Background: an optimization exercise with open tools, aiming at small area, a short achievable clock period and few clock cycles per item. Do not read the settings as production practice. RTL that was checked went through simulation tests only; none was proved equivalent to the original. Power and IR drop assume default switching activity.

==> 11-04 <==
==> flow/design.v (excerpt) <==
module matmul_engine
#(
    parameter int DATA_WIDTH = matmul_pkg::DEF_DATA_WIDTH,
    parameter int BUS_WIDTH  = matmul_pkg::DEF_BUS_WIDTH,
    parameter int DIM        = matmul_pkg::DEF_DIM
) (
    input  logic                          clk_i,
    input  logic                          rst_i,
    input  logic                          start_i,
    input  logic                          mode_i,
    input  logic [DIM*DATA_WIDTH-1:0]     a_col_i,
    input  logic [DIM*DATA_WIDTH-1:0]     b_row_i,
    input  logic                          op_valid_i,
    output logic                          op_ready_o,
    input  logic [DIM*DIM*BUS_WIDTH-1:0]  c_i,
    output logic [DIM*DIM*BUS_WIDTH-1:0]  m_o,
    output logic [DIM*DIM-1:0]            flags_o,
    output logic                          busy_o,
    output logic                          done_o,
    output logic [$clog2(DIM+1)-1:0]      beat_cnt_o
);
export LEC_CHECK = 0
export CAP_MARGIN = 20
export CORE_MARGIN = 2
export CORE_UTILIZATION = 40
export SETUP_SLACK_MARGIN = 2.3
export SLEW_MARGIN = 20
create_clock -name core_clock -period 7.0 [get_ports {clk_i}]
standard.sh (not shown) runs the stock make flow with config.mk's settings and CLKGATE_MAP_FILE= SYNTH_SCRIPT=/design/flow/synth_recipe.tcl, a recipe that flattens the netlist after the stock synthesis.
==> flow/flow/run.sh <==
#!/bin/bash
# The standard layout, with plain buf_1 cells as the input and output port
# buffers (every port still gets its own buffer). The make output goes to
# standard.log; ORFS's per-step logs stay under orfs/logs/.
set -euo pipefail
export BUFFER_PORTS_ARGS="-buffer_cell sky130_fd_sc_hd__buf_1"
bash standard.sh > standard.log 2>&1
==> inputs of 11-23, as changes to 11-04 <==
==> flow/flow/run.sh (replaced) <==
#!/bin/bash
# The standard layout with two changes to how it is made:
# - plain buf_1 cells as the input and output port buffers (every port still
#   gets its own buffer);
# - yosys synth without its internal "abc -fast" pre-mapping (-noabc), so
#   that the adder extraction sees the full-adder tree as written. Registers
#   and their names are the same as in the standard synthesis.
# The make output goes to standard.log; ORFS's per-step logs stay under
# orfs/logs/.
set -euo pipefail
export BUFFER_PORTS_ARGS="-buffer_cell sky130_fd_sc_hd__buf_1"
export SYNTH_ARGS="-noabc"
bash standard.sh > standard.log 2>&1
--- a/flow/config.mk
+++ b/flow/config.mk
@@ -5,8 +5,9 @@
 export SDC_FILE = /design/flow/constraint.sdc
 export NUM_CORES = 4
 export LEC_CHECK = 0
+export ABC_AREA = 1
 export CAP_MARGIN = 20
 export CORE_MARGIN = 2
 export CORE_UTILIZATION = 40
-export SETUP_SLACK_MARGIN = 2.3
+export SETUP_SLACK_MARGIN = 2.6
 export SLEW_MARGIN = 20
==> notes <==
Count of clock-buffer cells in the layout: 11-23 is higher than 11-04 (4).
In via count, 11-23 and 11-04 hardly differ.
In 11-04 the hold slack is better than in 11-23, by 59 ps.
Between 11-23 and 11-04, the lower die area is in 11-04 (gap about 0.33%, measured against 11-04).
11-23 passed the timing, DRC and antenna checks. 11-04 went through all stages and came out clean.
Core utilization: 11-04 is higher than 11-23 (1.2 points).
Against 11-04, the worst setup slack of 11-23 is better by 230 ps.
Total power: 11-23 is smaller than 11-04 (1.7%).
==> figures <==
metric	11-23	11-04
Global-route met1 utilization	0.343	0.360
Sort of element at the start of the critical path	input pin	flop
Result of the run	timing/DRC/antenna clean	timing/DRC/antenna clean
Iteration-0 DRC count of the detailed router	3482	3703
Share of total power in sequential cells	0.148	0.144
Share of cell area taken by flip-flops and latches	0.164	0.160
Antenna cells	8	10
Final worst path period share	0.632	0.665
Latest clock arrival within the worst-skew pair	670 ps	680 ps
Layout fillers	12000	11400
Clk. pwr	3.15 mW	3.29 mW
Placement-stage cell area	51400 sq um	51200 sq um
Nonclk buf count	783	877
Synth Instances	6161	5539
Area of the core	118000 sq um	118000 sq um
DIE WIDTH	350 microns	349 microns
No run of this note included a check of the RTL's function; only the layout flow was run.

========
==> build 25 <==
Another version of the RTL of matmul_engine (not shown whole).
Design matmul_engine, start of the top module:
module matmul_engine
#(
    parameter int DATA_WIDTH = matmul_pkg::DEF_DATA_WIDTH,
    parameter int BUS_WIDTH  = matmul_pkg::DEF_BUS_WIDTH,
    parameter int DIM        = matmul_pkg::DEF_DIM
) (
    input  logic                          clk_i,
    input  logic                          rst_i,
    input  logic                          start_i,
    input  logic                          mode_i,
    input  logic [DIM*DATA_WIDTH-1:0]     a_col_i,
    input  logic [DIM*DATA_WIDTH-1:0]     b_row_i,
    input  logic                          op_valid_i,
    output logic                          op_ready_o,
    input  logic [DIM*DIM*BUS_WIDTH-1:0]  c_i,
    output logic [DIM*DIM*BUS_WIDTH-1:0]  m_o,
    output logic [DIM*DIM-1:0]            flags_o,
    output logic                          busy_o,
    output logic                          done_o,
    output logic [$clog2(DIM+1)-1:0]      beat_cnt_o
);
    localparam int CW = $clog2(DIM + 1);
    logic          busy_q, done_q;
    logic [CW-1:0] beat_cnt_q;
    logic          start_ok, accept, last;
  ...
Settings: LEC_CHECK=0, ABC_AREA=1, CAP_MARGIN=20, CORE_MARGIN=2, CORE_UTILIZATION=40, SETUP_SLACK_MARGIN=2.5, SLEW_MARGIN=20; clock period 7.0 ns.
==> flow/flow/run.sh <==
#!/bin/bash
# The standard layout with two changes to how it is made:
# - plain buf_1 cells as the input and output port buffers (every port still
#   gets its own buffer);
# - yosys synth without its internal "abc -fast" pre-mapping (-noabc), so
#   that the adder extraction sees the full-adder tree as written. Registers
#   and their names are the same as in the standard synthesis.
# The make output goes to standard.log; ORFS's per-step logs stay under
# orfs/logs/.
set -euo pipefail
export BUFFER_PORTS_ARGS="-buffer_cell sky130_fd_sc_hd__buf_1"
export SYNTH_ARGS="-noabc"
bash standard.sh > standard.log 2>&1
==> trial 83 (differences from build 25) <==
==> flow/flow/run.sh (replaced) <==
#!/bin/bash
# The standard layout, with plain buf_1 cells as the input and output port
# buffers (every port still gets its own buffer). The make output goes to
# standard.log; ORFS's per-step logs stay under orfs/logs/.
set -euo pipefail
export BUFFER_PORTS_ARGS="-buffer_cell sky130_fd_sc_hd__buf_1"
bash standard.sh > standard.log 2>&1
--- a/flow/config.mk
+++ b/flow/config.mk
@@ -6,8 +6,7 @@
 export NUM_CORES = 4
 export LEC_CHECK = 0
-export ABC_AREA = 1
-export CAP_MARGIN = 20
+export CAP_MARGIN = 0
 export CORE_MARGIN = 2
 export CORE_UTILIZATION = 40
-export SETUP_SLACK_MARGIN = 2.5
-export SLEW_MARGIN = 20
+export SETUP_SLACK_MARGIN = 2.3
+export SLEW_MARGIN = 0
==> trial 46 (differences from build 25) <==
--- a/flow/config.mk
+++ b/flow/config.mk
@@ -9,5 +9,5 @@
 export CAP_MARGIN = 20
 export CORE_MARGIN = 2
-export CORE_UTILIZATION = 40
-export SETUP_SLACK_MARGIN = 2.5
+export CORE_UTILIZATION = 30
+export SETUP_SLACK_MARGIN = 2.6
 export SLEW_MARGIN = 20
==> results.txt <==
- Required @ worst endpoint: 5.60 ns
- Clk pwr: about 3100 µW
- Critical Path AT: 3.23 ns
- Status: finished clean
- Adder-Cell Fraction of Synth Area: 28.47%
- Crit path depth: 9
- Global-route wire length before repair: 249400 µm
- Sequential power share: 14.5%
- Comb. pwr: 23100 µW
- Placed Instances: roughly 7.1k
- Placed Area: 49920 µm²
- Layout cells sized above 1: 10.70%
- FF-to-FF setup slack: 2.44 ns
- Critical-path cell list: ha_1, a41o_1, a221oi_4, o21bai_1, o211ai_1, o41ai_2, or3b_2, nor2b_1, buf_1
- Most common cell after layout, fill and taps aside: inv_1
-- figures above: trial 83

==> results.txt <==
- Placed Area: 50430 µm²
- Critical-path cell list: clkbuf_2, buf_6, nand2_1, o2111ai_4, buf_4, o22ai_1, xor2_1, fa_1, fa_1, fa_1, fa_1
- Comb. pwr: roughly 23000 µW
- Sequential power share: approximately 15%
- Placed Instances: 8324
- Layout cells sized above 1: 7.146%
- Status: finished clean
- Critical Path AT: approximately 4.9 ns
- FF-to-FF setup slack: 2.78 ns
- Global-route wire length before repair: about 260000 µm
- Clk pwr: 3240 µW
-- figures above: trial 46

==> results.txt <==
- Adder-Cell Fraction of Synth Area: approximately 30%
- Status: finished clean
- Crit path depth: 13
- FF-to-FF setup slack: roughly 2.9 ns
- Critical-path cell list: buf_1, nand2_4, nor2_8, buf_12, buf_4, nand2_2, buf_4, o22ai_1, xor2_1, fa_1, fa_1, ha_1, fa_1
- Layout cells sized above 1: 6.313%
- Placed Area: approximately 50000 µm²
- Clk pwr: slightly below 3000 µW
- Critical Path AT: a little under 5 ns
- Required @ worst endpoint: 7.53 ns
- Global-route wire length before repair: 243000 µm
- Most common cell after layout, fill and taps aside: nand2_1
- Seq cells: 421
-- figures above: build 25

Testbench counts of build 25, summed over its fixed seeds: cycles 8,008, items 1,600.
Testbench counts of trial 83, summed over its fixed seeds: cycles 8,008, items 1,600.
Testbench counts of trial 46, summed over its fixed seeds: cycles 8,008, items 1,600.

-- re-timing with driven ports --
How much do the figures lean on ideal ports? The routed layouts below were timed once more, with nothing changed but the port constraints.
Step 1 assumes that a clkbuf_16 drives the clock port and a buf_2 every other input.
Step 2 also shifts input and output timing later by t, the mid clock arrival at the registers, as if the neighbouring blocks saw the same clock.
a / b / c = ideal / step 1 / step 2; a / b = the first two.
run | shift t [ns] | slack for setup (ns) | slew at the worst register clock pin (ns)
11-04 | 0.738 | 2.347 / 2.272 / 1.630 | 0.06 / 0.06
11-23 | 0.742 | 2.579 / 2.630 / 1.888 | 0.07 / 0.07
build 25 | 0.728 | 2.562 / 2.605 / 1.877 | 0.07 / 0.07
trial 83 | 0.722 | 2.370 / 2.298 / 1.686 | 0.08 / 0.08
trial 46 | 0.732 | 2.679 / 2.651 / 1.919 | 0.07 / 0.07
After both steps setup and hold are still met in every run listed. The setup slack of trial 46, which loses most, moves by -0.028 ns with the drivers and by -0.760 ns with both steps.
